This is an optimization exercise on Yosys and OpenROAD, whose aim is small area, a short achievable clock period and few clock cycles per item, not a production implementation. At most, simulation tests tie the RTL to the original design; equivalence was not proved.

==> trial 45: inputs <==
## scheduled_led_soft_ramp_dimmer_core
module scheduled_led_soft_ramp_dimmer_core (
  input  logic                clk_i,
  input  logic                rst_ni,
  input  logic                cfg_we_i,
  input  logic [CfgIdxW-1:0]  cfg_idx_i,
  input  logic [CfgDataW-1:0] cfg_wdata_i,
  input  logic                in_valid_i,
  output logic                in_ready_o,
  input  logic [20:0]         in_data_i,
  output logic                out_valid_o,
  input  logic                out_ready_i,
  output logic [65:0]         out_data_o
);
Settings: LEC_CHECK=0, CAP_MARGIN=20, CORE_MARGIN=2, CORE_UTILIZATION=40, SLEW_MARGIN=20; clock period 10.0 ns.
standard.sh (not shown) runs the stock make flow with config.mk's settings and CLKGATE_MAP_FILE= SYNTH_SCRIPT=/design/flow/synth_recipe.tcl, a recipe that flattens the netlist after the stock synthesis.
==> flow/flow/run.sh <==
#!/bin/bash
set -euo pipefail
bash standard.sh finish SETUP_SLACK_MARGIN=6 > make.log 2>&1
==> trial 80: changes against trial 45 <==
--- a/flow/design.v
+++ b/flow/design.v
@@ -79,18 +79,20 @@
   input  logic [9:0]  opb_i,       
   input  logic [10:0] qadd_i,      
   output logic [10:0] per_o        
 );
   logic [9:0]  r_q;
   logic [10:0] p_q;
-  logic [10:0] a_sum, b_sum;
+  logic [10:0] a_sum, b_sum, p0, p1;
   logic        ge;
   assign a_sum = {1'b0, r_q} + {1'b0, opa_i} + {10'd0, !up_i};
   assign b_sum = {1'b0, r_q} + {1'b1, opb_i} + {10'd0, !up_i};
   assign ge    = !b_sum[10];
-  assign per_o = p_q + qadd_i + {10'd0, ge};
+  assign p0    = p_q + qadd_i;
+  assign p1    = p_q + qadd_i + 11'd1;
+  assign per_o = ge ? p1 : p0;
   always_ff @(posedge clk_i) begin
     if (ldz_i) begin
       r_q <= 10'd430;
       p_q <= 11'd10;
     end else if (ld_i) begin
       r_q <= ldr_i;
@@ -227,13 +229,13 @@
     end else if (sfin_q) begin
       sfin_q   <= 1'b0;
       svalid_q <= 1'b1;
     end else if (!svalid_q) begin
       sbusy_q <= s_ge;
       sfin_q  <= !s_ge;
-      scnt_q  <= '0;
+      scnt_q  <= (step_q[9:6] == 4'd0) ? 4'd4 : 4'd0;
     end
   end
   always_ff @(posedge clk_i) begin
     if (!(wr_div || wr_step)) begin
       if (sbusy_q) begin
         sa_q <= s_ge ? s_xs[9:0] : s_x[9:0];
@@ -241,13 +243,13 @@
       end else if (sfin_q) begin
         sa_q <= powered_d ? sa_q : ~s_xs[9:0];
         sb_q <= powered_d ? s_xs[9:0] : ~sa_q;
         sq_q <= powered_d ? sq_q : ~sq_q;
       end else if (!svalid_q) begin
         sa_q <= s_ge ? 10'd0 : step_q;
-        sq_q <= s_ge ? step_q : 10'd0;
+        sq_q <= !s_ge ? 10'd0 : (step_q[9:6] == 4'd0) ? {step_q[5:0], 4'd0} : step_q;
       end else if (flip) begin
         sa_q <= ~sb_q;
         sb_q <= ~sa_q;
         sq_q <= ~sq_q;
       end
     end
@@ -459,26 +461,26 @@
       dtgt_q    <= dtgt_d;
       if (wr_div || dtgt_d == 3'b0) begin
         dbusy_q <= 1'b0;
         dfin_q  <= 1'b0;
       end else if (du_start) begin
         dbusy_q <= 1'b1;
-        dcnt_q  <= '0;
+        dcnt_q  <= du_zero ? 4'd2 : 4'd0;
       end else if (dbusy_q) begin
         dcnt_q <= dcnt_q + 4'd1;
         if (dcnt_q == 4'd10) begin
           dbusy_q <= 1'b0;
           dfin_q  <= 1'b1;
         end
       end
     end
   end
   always_ff @(posedge clk_i) begin
     if (du_start) begin
       dr_q <= '0;
-      dq_q <= {1'b0, dv_sel} + 11'd430;
+      dq_q <= du_zero ? {9'd430, 2'd0} : {1'b0, dv_sel} + 11'd430;
     end else if (dbusy_q) begin
       dr_q <= d_ge ? d_sum[9:0] : d_trial[9:0];
       dq_q <= {dq_q[9:0], d_ge};
     end
   end
   for (genvar i = 0; i < 3; i++) begin : g_trk
==> flow/flow/run.sh (replaced) <==
#!/bin/bash
set -euo pipefail
bash standard.sh floorplan SETUP_SLACK_MARGIN=0 \
  'BUFFER_PORTS_ARGS=-buffer_cell sky130_fd_sc_hd__buf_2' > make_floorplan.log 2>&1
bash standard.sh finish SETUP_SLACK_MARGIN=6 \
  'BUFFER_PORTS_ARGS=-buffer_cell sky130_fd_sc_hd__buf_2' > make.log 2>&1
==> build 66: changes against trial 45 <==
--- a/flow/design.v
+++ b/flow/design.v
@@ -66,41 +66,92 @@
   } sld_stat_t;
 endpackage
 `default_nettype wire
 `default_nettype none
 module sld_tracker (
   input  logic        clk_i,
-  input  logic        ld_i,        
-  input  logic        ldz_i,       
-  input  logic [9:0]  ldr_i,
-  input  logic [10:0] ldp_i,
+  input  logic        rst_ni,
+  input  logic        inval_i,     
+  input  logic        ld0_i,       
+  input  logic [9:0]  v_i,         
+  input  logic [9:0]  d_i,         
+  input  logic        d_gt430_i,   
   input  logic        upd_i,       
   input  logic        up_i,        
   input  logic [9:0]  opa_i,       
   input  logic [9:0]  opb_i,       
   input  logic [10:0] qadd_i,      
+  output logic        valid_o,
   output logic [10:0] per_o        
 );
   logic [9:0]  r_q;
-  logic [10:0] p_q;
-  logic [10:0] a_sum, b_sum;
-  logic        ge;
+  logic [10:0] q_q;
+  logic        valid_q, busy_q, fin_q;
+  logic [3:0]  cnt_q;
+  logic [10:0] trial, a_sum, b_sum, d_sum, qa, q0, q1;
+  logic        ge, dge;
+  logic [9:0]  rn, dn;
   assign a_sum = {1'b0, r_q} + {1'b0, opa_i} + {10'd0, !up_i};
   assign b_sum = {1'b0, r_q} + {1'b1, opb_i} + {10'd0, !up_i};
   assign ge    = !b_sum[10];
-  assign per_o = p_q + qadd_i + {10'd0, ge};
+  assign rn    = ge ? b_sum[9:0] : a_sum[9:0];
+  assign trial = {r_q, q_q[10]};
+  assign d_sum = trial - {1'b0, d_i};
+  assign dge   = !d_sum[10];
+  assign dn    = dge ? d_sum[9:0] : trial[9:0];
+  assign qa    = fin_q ? 11'd10 : qadd_i;
+  assign q0    = q_q + qa;
+  assign q1    = q_q + qa + 11'd1;
+  assign per_o   = ge ? q1 : q0;
+  assign valid_o = valid_q;
+  always_ff @(posedge clk_i or negedge rst_ni) begin
+    if (!rst_ni) begin
+      valid_q <= 1'b0;
+      busy_q  <= 1'b0;
+      fin_q   <= 1'b0;
+      cnt_q   <= '0;
+    end else if (inval_i) begin
+      valid_q <= 1'b0;
+      busy_q  <= 1'b0;
+      fin_q   <= 1'b0;
+    end else if (ld0_i) begin
+      valid_q <= d_gt430_i;
+      busy_q  <= !d_gt430_i;
+      fin_q   <= 1'b0;
+      cnt_q   <= '0;
+    end else if (busy_q) begin
+      cnt_q <= cnt_q + 4'd1;
+      if (cnt_q == 4'd10) begin
+        busy_q <= 1'b0;
+        fin_q  <= 1'b1;
+      end
+    end else if (fin_q) begin
+      fin_q   <= 1'b0;
+      valid_q <= 1'b1;
+    end else if (!valid_q) begin
+      busy_q <= 1'b1;
+      cnt_q  <= '0;
+    end
+  end
   always_ff @(posedge clk_i) begin
-    if (ldz_i) begin
-      r_q <= 10'd430;
-      p_q <= 11'd10;
-    end else if (ld_i) begin
-      r_q <= ldr_i;
-      p_q <= ldp_i;
-    end else if (upd_i) begin
-      r_q <= ge ? b_sum[9:0] : a_sum[9:0];
-      p_q <= per_o;
+    begin
+      if (ld0_i) begin
+        r_q <= d_gt430_i ? 10'd430 : 10'd0;
+        q_q <= d_gt430_i ? 11'd10 : 11'd430;
+      end else if (busy_q) begin
+        r_q <= dn;
+        q_q <= {q_q[9:0], dge};
+      end else if (fin_q) begin
+        q_q <= q0;    
+      end else if (!valid_q) begin
+        r_q <= '0;
+        q_q <= {1'b0, v_i} + 11'd430;
+      end else if (upd_i) begin
+        r_q <= rn;
+        q_q <= per_o;
+      end
     end
   end
 endmodule
 `default_nettype wire
 `default_nettype none
 import sld_pkg::*;
@@ -258,15 +309,14 @@
   logic [2:0]       done_q, mv_q;
   logic [2:0]       tz_q, tz_d;    
   logic             run_d, oen_d;
   logic [2:0][9:0]  cur_d, dst_d, app_d;
   logic [2:0][10:0] per_d;
   logic [2:0]       done_d, mv_d;
-  logic [2:0]       t_valid_q, t_upd, t_ldz, t_ld, kill;
-  logic [2:0]       t_drop, t_drop_q;   
-  logic             sw_on0;             
+  logic [2:0]       t_valid, t_inval, t_upd;
+  logic             t_ld0;
   logic [2:0][9:0]  t_v;
   logic [2:0][10:0] t_per;
   logic             d_gt430;
   assign d_gt430 = dv_q > 10'd430;
   logic [2:0]       at_dst, tgt_nz, cur_nz;
   logic [2:0][9:0]  up_sum, dn_dif;
@@ -292,28 +342,28 @@
   assign done_dn = done_q & ~(h_mask & dn_zero);
   assign fin_up  = &done_up;
   assign fin_dn  = ~|done_dn;
   logic [2:0] need, need_tz;
   assign need    = (h_func && run_q) ? (h_mask & mv_q) : 3'b0;
   assign need_tz = (qc_q != 2'd0) ? (need & tz_q) : 3'b0;
-  assign stall   = (need & ~(t_valid_q & ~tz_q & {3{svalid_q}})) != 3'b0;
+  assign stall   = (need & ~(t_valid & ~tz_q & {3{svalid_q}})) != 3'b0;
   assign go    = (qc_q != 2'd0) && (!out_valid_o || out_ready_i) && !stall;
   always_comb begin
     powered_d = powered_q;
     run_d     = run_q;
     oen_d     = oen_q;
     cur_d     = cur_q;
     dst_d     = dst_q;
     app_d     = app_q;
     per_d     = per_q;
     done_d    = done_q;
     mv_d      = mv_q;
-    t_drop    = '0;
+    t_inval   = {3{wr_div}} | wr_tgt | need_tz;
     tz_d      = tz_q & ~need_tz;
     if (wr_div) tz_d = {3{!powered_q}};
-    sw_on0    = 1'b0;
+    t_ld0     = 1'b0;
     t_upd     = '0;
     if (go) begin
       if (!h_func) begin
         if (h_win && !powered_q) begin
           powered_d = 1'b1;
           if (smooth_q) begin
@@ -322,19 +372,19 @@
               per_d[i]  = StartPeriod;
               done_d[i] = 1'b0;
               dst_d[i]  = tgt_q[i];
             end
             mv_d  = tgt_nz;
             run_d = 1'b1;
-            sw_on0 = 1'b1;
-            tz_d   = '0;
+            t_ld0 = 1'b1;
+            tz_d  = '0;
           end else begin
             run_d   = 1'b0;
             app_d   = tgt_q;
             oen_d   = 1'b1;
-            t_drop  = at_dst | tz_q;
+            t_inval = t_inval | at_dst | tz_q;
             tz_d    = '0;
           end
         end else if (!h_win && powered_q) begin
           powered_d = 1'b0;
           if (smooth_q) begin
             for (int i = 0; i < 3; i++) begin
@@ -345,33 +395,33 @@
             end
             run_d = 1'b1;
           end else begin
             run_d   = 1'b0;
             oen_d   = 1'b0;
             app_d   = '0;
-            t_drop  = at_dst;
+            t_inval = t_inval | at_dst;
           end
         end
       end else if (run_q) begin
         for (int i = 0; i < 3; i++) begin
           if (h_mask[i]) begin
             t_upd[i] = mv_q[i];
             if (powered_q) begin
               if (up_clamp[i]) begin
                 cur_d[i]   = dst_q[i];
                 mv_d[i]    = 1'b0;
-                t_drop[i] = mv_q[i];
+                t_inval[i] = mv_q[i];
               end else begin
                 cur_d[i] = up_sum[i];
                 per_d[i] = t_per[i];
               end
             end else begin
               if (dn_zero[i]) begin
                 cur_d[i]   = '0;
                 mv_d[i]    = 1'b0;
-                t_drop[i] = mv_q[i];
+                t_inval[i] = mv_q[i];
               end else begin
                 cur_d[i] = dn_dif[i];
                 per_d[i] = t_per[i];
               end
             end
             app_d[i] = cur_d[i];
@@ -396,106 +446,40 @@
       dst_q     <= '0;
       app_q     <= '0;
       per_q     <= {3{StartPeriod}};
       done_q    <= '0;
       mv_q      <= '0;
       tz_q      <= '0;
-      t_drop_q  <= '0;
     end else begin
       powered_q <= powered_d;
       run_q     <= run_d;
       oen_q     <= oen_d;
       cur_q     <= cur_d;
       dst_q     <= dst_d;
       app_q     <= app_d;
       per_q     <= per_d;
       done_q    <= done_d;
       mv_q      <= mv_d;
       tz_q      <= tz_d;
-      t_drop_q  <= t_drop;
-    end
-  end
-  logic [2:0]  need_rb, v_zero, zsel, dsel, dtgt_q, dtgt_d, du_wr;
-  logic        du_idle, du_start, du_zero;
-  logic        dbusy_q, dfin_q;
-  logic [3:0]  dcnt_q;
-  logic [9:0]  dr_q, dv_sel;
-  logic [10:0] dq_q, d_trial, d_sum, d_p;
-  logic        d_ge;
-  always_comb begin
-    for (int i = 0; i < 3; i++) v_zero[i] = tz_q[i] || (t_v[i] == 10'd0);
-  end
-  assign kill    = {3{wr_div}} | wr_tgt | need_tz | t_drop_q | (sw_on0 ? ~tz_q : 3'b0);
-  assign need_rb = ~t_valid_q & ~dtgt_q;
-  assign du_idle = !dbusy_q && !dfin_q;
-  assign zsel    = need_rb & v_zero;
-  assign du_zero = zsel != 3'b0;
-  assign dsel    = du_zero   ? zsel :
-                   need_rb[0] ? 3'b001 :
-                   need_rb[1] ? 3'b010 : 3'b100;
-  assign du_start = du_idle && !wr_div && (need_rb != 3'b0) && !(du_zero && d_gt430);
-  assign dv_sel  = du_zero ? 10'd0 : need_rb[0] ? t_v[0] : need_rb[1] ? t_v[1] : t_v[2];
-  assign du_wr   = dfin_q ? (dtgt_q & ~kill) : 3'b0;
-  assign t_ldz = ((sw_on0 && d_gt430) ? ~tz_q : 3'b0)
-               | ((du_idle && d_gt430) ? (zsel & ~kill) : 3'b0);
-  assign t_ld  = du_wr;
-  always_comb begin
-    dtgt_d = dtgt_q & ~kill;
-    if (wr_div || dfin_q)     dtgt_d = '0;
-    else if (du_start)        dtgt_d = dsel & ~kill;
-  end
-  assign d_trial = {dr_q, dq_q[10]};
-  assign d_sum   = d_trial - {1'b0, dv_q};
-  assign d_ge    = !d_sum[10];
-  assign d_p     = dq_q + 11'd10;
-  always_ff @(posedge clk_i or negedge rst_ni) begin
-    if (!rst_ni) begin
-      t_valid_q <= '0;
-      dtgt_q    <= '0;
-      dbusy_q   <= 1'b0;
-      dfin_q    <= 1'b0;
-      dcnt_q    <= '0;
-    end else begin
-      t_valid_q <= (t_valid_q & ~kill) | t_ldz | t_ld;
-      dtgt_q    <= dtgt_d;
-      if (wr_div || dtgt_d == 3'b0) begin
-        dbusy_q <= 1'b0;
-        dfin_q  <= 1'b0;
-      end else if (du_start) begin
-        dbusy_q <= 1'b1;
-        dcnt_q  <= '0;
-      end else if (dbusy_q) begin
-        dcnt_q <= dcnt_q + 4'd1;
-        if (dcnt_q == 4'd10) begin
-          dbusy_q <= 1'b0;
-          dfin_q  <= 1'b1;
-        end
-      end
-    end
-  end
-  always_ff @(posedge clk_i) begin
-    if (du_start) begin
-      dr_q <= '0;
-      dq_q <= {1'b0, dv_sel} + 11'd430;
-    end else if (dbusy_q) begin
-      dr_q <= d_ge ? d_sum[9:0] : d_trial[9:0];
-      dq_q <= {dq_q[9:0], d_ge};
     end
   end
   for (genvar i = 0; i < 3; i++) begin : g_trk
     sld_tracker u_trk (
       .clk_i     (clk_i),
-      .ld_i      (t_ld[i]),
-      .ldz_i     (t_ldz[i]),
-      .ldr_i     (dr_q),
-      .ldp_i     (d_p),
+      .rst_ni    (rst_ni),
+      .inval_i   (t_inval[i]),
+      .ld0_i     (t_ld0 && (!tz_q[i] || d_gt430)),
+      .v_i       (t_v[i]),
+      .d_i       (dv_q),
+      .d_gt430_i (d_gt430),
       .upd_i     (t_upd[i]),
       .up_i      (powered_q),
       .opa_i     (sa_q),
       .opb_i     (sb_q),
       .qadd_i    ({!powered_q, sq_q}),
+      .valid_o   (t_valid[i]),
       .per_o     (t_per[i])
     );
   end
   logic out_valid_q;
   always_ff @(posedge clk_i or negedge rst_ni) begin
     if (!rst_ni)          out_valid_q <= 1'b0;
==> comparison table <==
metric	trial 45	build 66	trial 80
Status	finished clean	finished clean	finished clean
Count of flip-flops with a built-in enable after synthesis	93	145	93
Post-synthesis compound-gate area fraction	21.0%	21.0%	20.2%
Critical hold path startpoint	e0_q[2]	e0_q[1]	e0_q[2]
WL met1	46300 um	46200 um	43500 um
GR Util met1	35.9%	34.8%	34.2%
Avg WL per Cell	23.0 um	22.3 um	22.3 um
Crit path max-delay cell type	edfxtp_1	or4_4	a2111oi_4
Core Area	76200 um2	80400 um2	75700 um2
Simple logic cell fraction of the synthesized area	15.4%	15.7%	14.2%
Routed via count divided by cell count	5.86	5.87	5.83
Final Critical Period	4580 ps	3970 ps	3940 ps
Num rows	101	104	101
Post-Route Skew	40.3 ps	27.1 ps	53.2 ps
Adder and majority cell fraction of the synthesized area	13.8%	14.3%	14.0%
CP bufs+invs	3	2	3
Maximum number of pins on one net before global-route repair	84	148	150
Termination of the worst setup path	per_q[32]	g_trk[1].u_trk.r_q[5]	dcnt_q[2]
Fraction of the yosys area taken by sequential cells	33.8%	33.0%	34.3%
Xor-xnor portion of the synthesized cell area	4.70%	5.78%	5.92%
Total wire length	109000 um	109000 um	101000 um
Testbench counts of trial 80, summed over its fixed seeds: cycles 4,549, items 3,822.
Testbench counts of build 66, summed over its fixed seeds: cycles 4,547, items 3,822.
For trial 45, only the layout was checked, not whether the RTL still works.

what the ideal ports hide:
No port has a modelled driver above. Below, the same layouts with a new extraction and two added sets of constraints. Step 1 assumes that a clkbuf_16 drives the clock port and a buf_2 every other input. Step 2, shift: input delay + t, output delay - t, t = (earliest + latest rising clock arrival at the registers) / 2. This alone moves slack from input paths to output paths. Slacks: ideal ports / drivers / drivers and shift; pairs: ideal ports / drivers.
run | t (ns) | slack for setup (ns) | worst setup path after step 2 | worst register clock-pin slew, ns | pins driven straight from the clock port
trial 45 | 0.684 | 5.421 / 5.421 / 5.391 | input to register | 0.07 / 0.07 | 1
trial 80 | 0.663 | 6.055 / 6.055 / 5.391 | input to register | 0.06 / 0.06 | 1
build 66 | 0.687 | 6.026 / 6.006 / 5.386 | input to register | 0.07 / 0.07 | 1
After both steps setup and hold are still met in every run listed. For trial 80, which loses most, drivers alone change the setup slack by 0.000 ns; drivers and shift together by -0.664 ns.
